This design comes from an exercise in tuning for small area and a short achievable clock period on the open sky130 flow, not from production work.
RTL that was checked went through simulation tests only; none was proved equivalent to the original.
Power and IR drop assume default switching activity.

==> flow/design.v (excerpt) <==
module tdisto_accum (
  input  logic        clk,
  input  logic        rst_n,
  input  logic        start,
  input  logic [15:0] tlambda,
  input  logic [31:0] sum_a,
  input  logic        done_a,
  input  logic [31:0] sum_b,
  input  logic        done_b,
  output logic        busy,
  output logic [31:0] disto,
  output logic        disto_valid,
  output logic        err
);
  localparam logic [1:0] S_IDLE = 2'd0;
  localparam logic [1:0] S_ACC  = 2'd1;
  localparam logic [1:0] S_MUL  = 2'd2;
  localparam logic [1:0] S_OUT  = 2'd3;
  function automatic logic [2:0] booth(input logic [2:0] b);
    booth[0] = b[1] ^ b[0];
    booth[1] = (b[2] & ~b[1] & ~b[0]) | (~b[2] & b[1] & b[0]);
    booth[2] = b[2] & ~(b[1] & b[0]);
  endfunction
  logic [1:0]  state_q;
  logic        pend_a_q, pend_b_q;
  logic        vld_q;
  logic [4:0]  cnt_q;
  logic        busy_q, disto_valid_q, err_q;
  logic [31:0] disto_q;
  logic [15:5] tl_q;
  logic [2:0]  neg_q, two_q, one_q;
  logic [31:0] sa_q, sb_q;
  logic [30:0] acc_q;
  logic [32:0] r_q;
  logic [3:0]  l_q;
  logic in_acc, in_mul, in_out;
  assign in_acc = (state_q == S_ACC);
  assign in_mul = (state_q == S_MUL);
  assign in_out = (state_q == S_OUT);
  logic consume;
  assign consume = in_acc & pend_a_q & pend_b_q;
  logic [30:0] ah, bh;
  logic        ge_lo, le_lo, lt;
  assign ah    = {{4{sa_q[31]}}, sa_q[31:5]};
  assign bh    = {{4{sb_q[31]}}, sb_q[31:5]};
  assign ge_lo = (sa_q[4:0] >= sb_q[4:0]);
  assign le_lo = (sa_q[4:0] <= sb_q[4:0]);
  assign lt    = ($signed(sa_q) < $signed(sb_q));
  logic [30:0] p_s, p_c, m_s, m_c, acc_p, acc_m, acc_sum;
  assign p_s   = acc_q ^ ah ^ ~bh;
  assign p_c   = (acc_q & ah) | (acc_q & ~bh) | (ah & ~bh);
  assign m_s   = acc_q ^ bh ^ ~ah;
  assign m_c   = (acc_q & bh) | (acc_q & ~ah) | (bh & ~ah);
  assign acc_p = p_s + {p_c[29:0], ge_lo};
  assign acc_m = m_s + {m_c[29:0], le_lo};
  assign acc_sum = lt ? acc_m : acc_p;
  logic [2:0] d0_s1, d1_s1, d2_s1, d0_s2, d1_s2, d2_s2, d0_s3, d1_s3, d2_s3;
  assign d0_s1 = booth({tlambda[1:0], 1'b0});
  assign d1_s1 = booth(tlambda[3:1]);
  assign d2_s1 = booth(tlambda[5:3]);
  assign d0_s2 = booth(tl_q[7:5]);
  assign d1_s2 = booth(tl_q[9:7]);
  ...
clock: 7.0 ns
lec_check: 0
cap_margin: 20
core_margin: 2
core_utilization: 60
setup_slack_margin: 2.5
slew_margin: 20
run.sh (not shown) runs the stock make flow with config.mk's settings and CLKGATE_MAP_FILE= SYNTH_SCRIPT=/design/flow/synth_recipe.tcl, a recipe that flattens the netlist after the stock synthesis.
The baseline went through all stages and came out clean.
Change:
--- a/flow/design.v
+++ b/flow/design.v
@@ -30,39 +30,44 @@
   logic [15:5] tl_q;
   logic [2:0]  neg_q, two_q, one_q;
   logic [31:0] sa_q, sb_q;
   logic [30:0] acc_q;
   logic [32:0] r_q;
   logic [3:0]  l_q;
   logic in_acc, in_mul, in_out;
   assign in_acc = (state_q == S_ACC);
   assign in_mul = (state_q == S_MUL);
   assign in_out = (state_q == S_OUT);
   logic consume;
   assign consume = in_acc & pend_a_q & pend_b_q;
-  logic [30:0] ah, bh;
-  logic        ge_lo, le_lo, lt;
-  assign ah    = {{4{sa_q[31]}}, sa_q[31:5]};
-  assign bh    = {{4{sb_q[31]}}, sb_q[31:5]};
-  assign ge_lo = (sa_q[4:0] >= sb_q[4:0]);
-  assign le_lo = (sa_q[4:0] <= sb_q[4:0]);
-  assign lt    = ($signed(sa_q) < $signed(sb_q));
-  logic [30:0] p_s, p_c, m_s, m_c, acc_p, acc_m, acc_sum;
-  assign p_s   = acc_q ^ ah ^ ~bh;
-  assign p_c   = (acc_q & ah) | (acc_q & ~bh) | (ah & ~bh);
-  assign m_s   = acc_q ^ bh ^ ~ah;
-  assign m_c   = (acc_q & bh) | (acc_q & ~ah) | (bh & ~ah);
-  assign acc_p = p_s + {p_c[29:0], ge_lo};
-  assign acc_m = m_s + {m_c[29:0], le_lo};
-  assign acc_sum = lt ? acc_m : acc_p;
+  logic        cap_a, cap_b;
+  logic [31:0] sa_d, sb_d;
+  logic [32:0] diff;
+  logic [27:0] dq;
+  logic        zq;
+  assign cap_a = done_a & (~pend_a_q | pend_b_q);
+  assign cap_b = done_b & (~pend_b_q | pend_a_q);
+  assign sa_d  = cap_a ? sum_a : sa_q;
+  assign sb_d  = cap_b ? sum_b : sb_q;
+  assign diff  = {sa_d[31], sa_d} - {sb_d[31], sb_d};
+  logic        dneg;
+  logic [27:0] mag_x;
+  logic        mag_c;
+  assign dneg  = dq[27];
+  assign mag_x = dq ^ {28{dneg}};
+  assign mag_c = dneg & zq;
+  logic [31:0] acc_sum2;
+  logic [30:0] acc_sum;
+  assign acc_sum2 = {acc_q, mag_c} + {3'd0, mag_x, mag_c};
+  assign acc_sum  = acc_sum2[31:1];
   logic [2:0] d0_s1, d1_s1, d2_s1, d0_s2, d1_s2, d2_s2, d0_s3, d1_s3, d2_s3;
   assign d0_s1 = booth({tlambda[1:0], 1'b0});
   assign d1_s1 = booth(tlambda[3:1]);
   assign d2_s1 = booth(tlambda[5:3]);
   assign d0_s2 = booth(tl_q[7:5]);
   assign d1_s2 = booth(tl_q[9:7]);
   assign d2_s2 = booth(tl_q[11:9]);
   assign d0_s3 = booth(tl_q[13:11]);
   assign d1_s3 = booth(tl_q[15:13]);
   assign d2_s3 = booth({2'b00, tl_q[15]});
   logic [14:0] k_add;
   assign k_add = {d1_s3[2], 1'b0, d0_s3[2], 1'b0, d2_s2[2], 1'b0, d1_s2[2], 1'b1,
@@ -327,26 +332,28 @@
       {neg_q[0], two_q[0], one_q[0]} <= d0_s1;
       {neg_q[1], two_q[1], one_q[1]} <= d1_s1;
       {neg_q[2], two_q[2], one_q[2]} <= d2_s1;
     end else if (acc_done) begin
       {neg_q[0], two_q[0], one_q[0]} <= d0_s2;
       {neg_q[1], two_q[1], one_q[1]} <= d1_s2;
       {neg_q[2], two_q[2], one_q[2]} <= d2_s2;
     end else if (in_mul) begin
       {neg_q[0], two_q[0], one_q[0]} <= d0_s3;
       {neg_q[1], two_q[1], one_q[1]} <= d1_s3;
       {neg_q[2], two_q[2], one_q[2]} <= d2_s3;
     end
-    if (done_a & (~pend_a_q | pend_b_q)) sa_q <= sum_a;
-    if (done_b & (~pend_b_q | pend_a_q)) sb_q <= sum_b;
+    sa_q <= sa_d;
+    sb_q <= sb_d;
+    dq   <= diff[32:5];
+    zq   <= ~|diff[4:0];
     if (start) begin
       acc_q <= 31'd0;
       cnt_q <= 5'd0;
     end else if (consume & ~cnt_q[4]) begin
       acc_q <= acc_sum;
       cnt_q <= cnt_q + 5'd1;
     end
     r_q <= x[38:6];
     l_q <= x[5:2];
   end
   assign busy        = busy_q;
   assign disto       = disto_q;
Clock skew is about the same.
Die area came out lower by 12%.
Routed wire length drops by 20%.
Via count drops by 13%.
Synthesized area is lower by 12%.
Design area falls by 10%.
Utilization went up by 1.6 points.
Synthesized cell count goes down by 12%.
Function was not checked in any run of this note: the RTL went through the layout flow alone.

========
== garnet ==
Another version of the RTL of tdisto_accum (not shown whole).
For scale: roughly 1800 cells after synthesis, about 190 flip-flops, ~120 I/O pins.
clock: 7.0 ns
lec_check: 0
cap_margin: 20
core_margin: 2
core_utilization: 60
setup_slack_margin: 2.5
slew_margin: 20
standard.sh (not shown) runs the stock make flow with config.mk's settings and CLKGATE_MAP_FILE= SYNTH_SCRIPT=/design/flow/synth_recipe.tcl, a recipe that flattens the netlist after the stock synthesis.
==> flow/flow/run.sh <==
#!/bin/bash
# The standard layout, with plain buffers on the ports instead of the
# delay-cell buffers that buffer_ports picks by default.
set -euo pipefail
export BUFFER_PORTS_ARGS="-buffer_cell sky130_fd_sc_hd__buf_1"
bash standard.sh finish > standard_flow.log 2>&1
--- input diff garnet..sierra ---
-- flow/design.v --
<<< garnet, line 30
  logic [15:5] tl_q;
  logic [2:0]  neg_q, two_q, one_q;
  logic [31:0] hold_q;
  logic [30:0] acc_q;
  logic [32:0] r_q;
>>> sierra, line 30
  logic [15:5] tl_q;
  logic [2:0]  neg_q, two_q, one_q;
  logic [31:0] sa_q, sb_q;
  logic [30:0] acc_q;
  logic [32:0] r_q;
<<< garnet, line 41
  assign consume = in_acc & pend_a_q & pend_b_q;
  logic        cap_a, cap_b;
  logic [31:0] a_d, b_d;
  logic [32:0] diff;
  logic [27:0] dq;
>>> sierra, line 41
  assign consume = in_acc & pend_a_q & pend_b_q;
  logic        cap_a, cap_b;
  logic [31:0] sa_d, sb_d;
  logic [32:0] diff;
  logic [27:0] dq;
<<< garnet, line 47
  assign cap_a = done_a & (~pend_a_q | pend_b_q);
  assign cap_b = done_b & (~pend_b_q | pend_a_q);
  assign a_d   = cap_a ? sum_a : hold_q;
  assign b_d   = cap_b ? sum_b : hold_q;
  assign diff  = {a_d[31], a_d} - {b_d[31], b_d};
  logic        dneg;
  logic [27:0] mag_x;
>>> sierra, line 47
  assign cap_a = done_a & (~pend_a_q | pend_b_q);
  assign cap_b = done_b & (~pend_b_q | pend_a_q);
  assign sa_d  = cap_a ? sum_a : sa_q;
  assign sb_d  = cap_b ? sum_b : sb_q;
  assign diff  = {sa_d[31], sa_d} - {sb_d[31], sb_d};
  logic        dneg;
  logic [27:0] mag_x;
<<< garnet, line 342
      {neg_q[2], two_q[2], one_q[2]} <= d2_s3;
    end
    hold_q <= cap_a ? sum_a : b_d;
    dq   <= diff[32:5];
    zq   <= ~|diff[4:0];
>>> sierra, line 342
      {neg_q[2], two_q[2], one_q[2]} <= d2_s3;
    end
    sa_q <= sa_d;
    sb_q <= sb_d;
    dq   <= diff[32:5];
    zq   <= ~|diff[4:0];
--- outcome ---
- Comparing relative contribution of the clock network to total power for sierra and garnet, the bigger number came from sierra.
- Between sierra and garnet, the difference in max-slew violation count is negligible.
- Hold slack was higher in garnet than in sierra.
- Final cell count ends up lower on sierra.
- Looking only at instance area at placement, and setting everything else aside, the lower value of sierra and garnet goes to garnet.
- Of sierra and garnet, it is sierra that has the lower proportion of power drawn by combinational gates.
- The fraction of layout instances using a drive strength above 1 in sierra was lower than what garnet gave.
- sierra vs garnet: top achievable clock speed up slightly
- Higher maximum vdd drop among sierra and garnet: sierra
- Compared with garnet, in sierra multiplexer fraction of the synthesized cell area lower, global-route track usage on met3 lower, minimum period implied by the final worst setup slack lower, global-route wire length before repair lower.
No functional check of the RTL was part of sierra.

[afterwards: timing with drivers on the ports]
In the flow no input, the clock included, has a driving cell. The finished layouts below were timed again as built, in two steps.
Step 1, drivers: a clkbuf_16 drives clk and a buf_2 each remaining input, both assumed.
Step 2 moves the port delays by t, midway between the first and last clock arrival at a register: inputs arrive t later, outputs are due t later. That takes back most of the time a late clock gives input paths.
a / b / c = ideal / step 1 / step 2; a / b = the first two.
run | t, ns | setup slack, ns | hold slack, ns | worst register clock-pin slew, ns | worst data-port slew with drivers (ns)
the first run of note 1 | 0.516 | 2.501 / 2.501 / 2.501 | 0.449 / 0.449 / 0.449 | 0.08 / 0.08 | 0.05
the second run of note 1 | 0.597 | 2.619 / 2.619 / 2.065 | 0.423 / 0.423 / 0.423 | 0.06 / 0.06 | 0.04
garnet | 0.493 | 2.451 / 2.451 / 2.207 | 0.482 / 0.482 / 0.482 | 0.09 / 0.09 | 0.04
sierra | 0.581 | 2.468 / 2.468 / 2.220 | 0.426 / 0.426 / 0.426 | 0.06 / 0.06 | 0.04
After both steps every run listed still meets setup and hold. The setup slack of the second run of note 1, which loses most, moves by 0.000 ns with the drivers and by -0.554 ns with both steps.
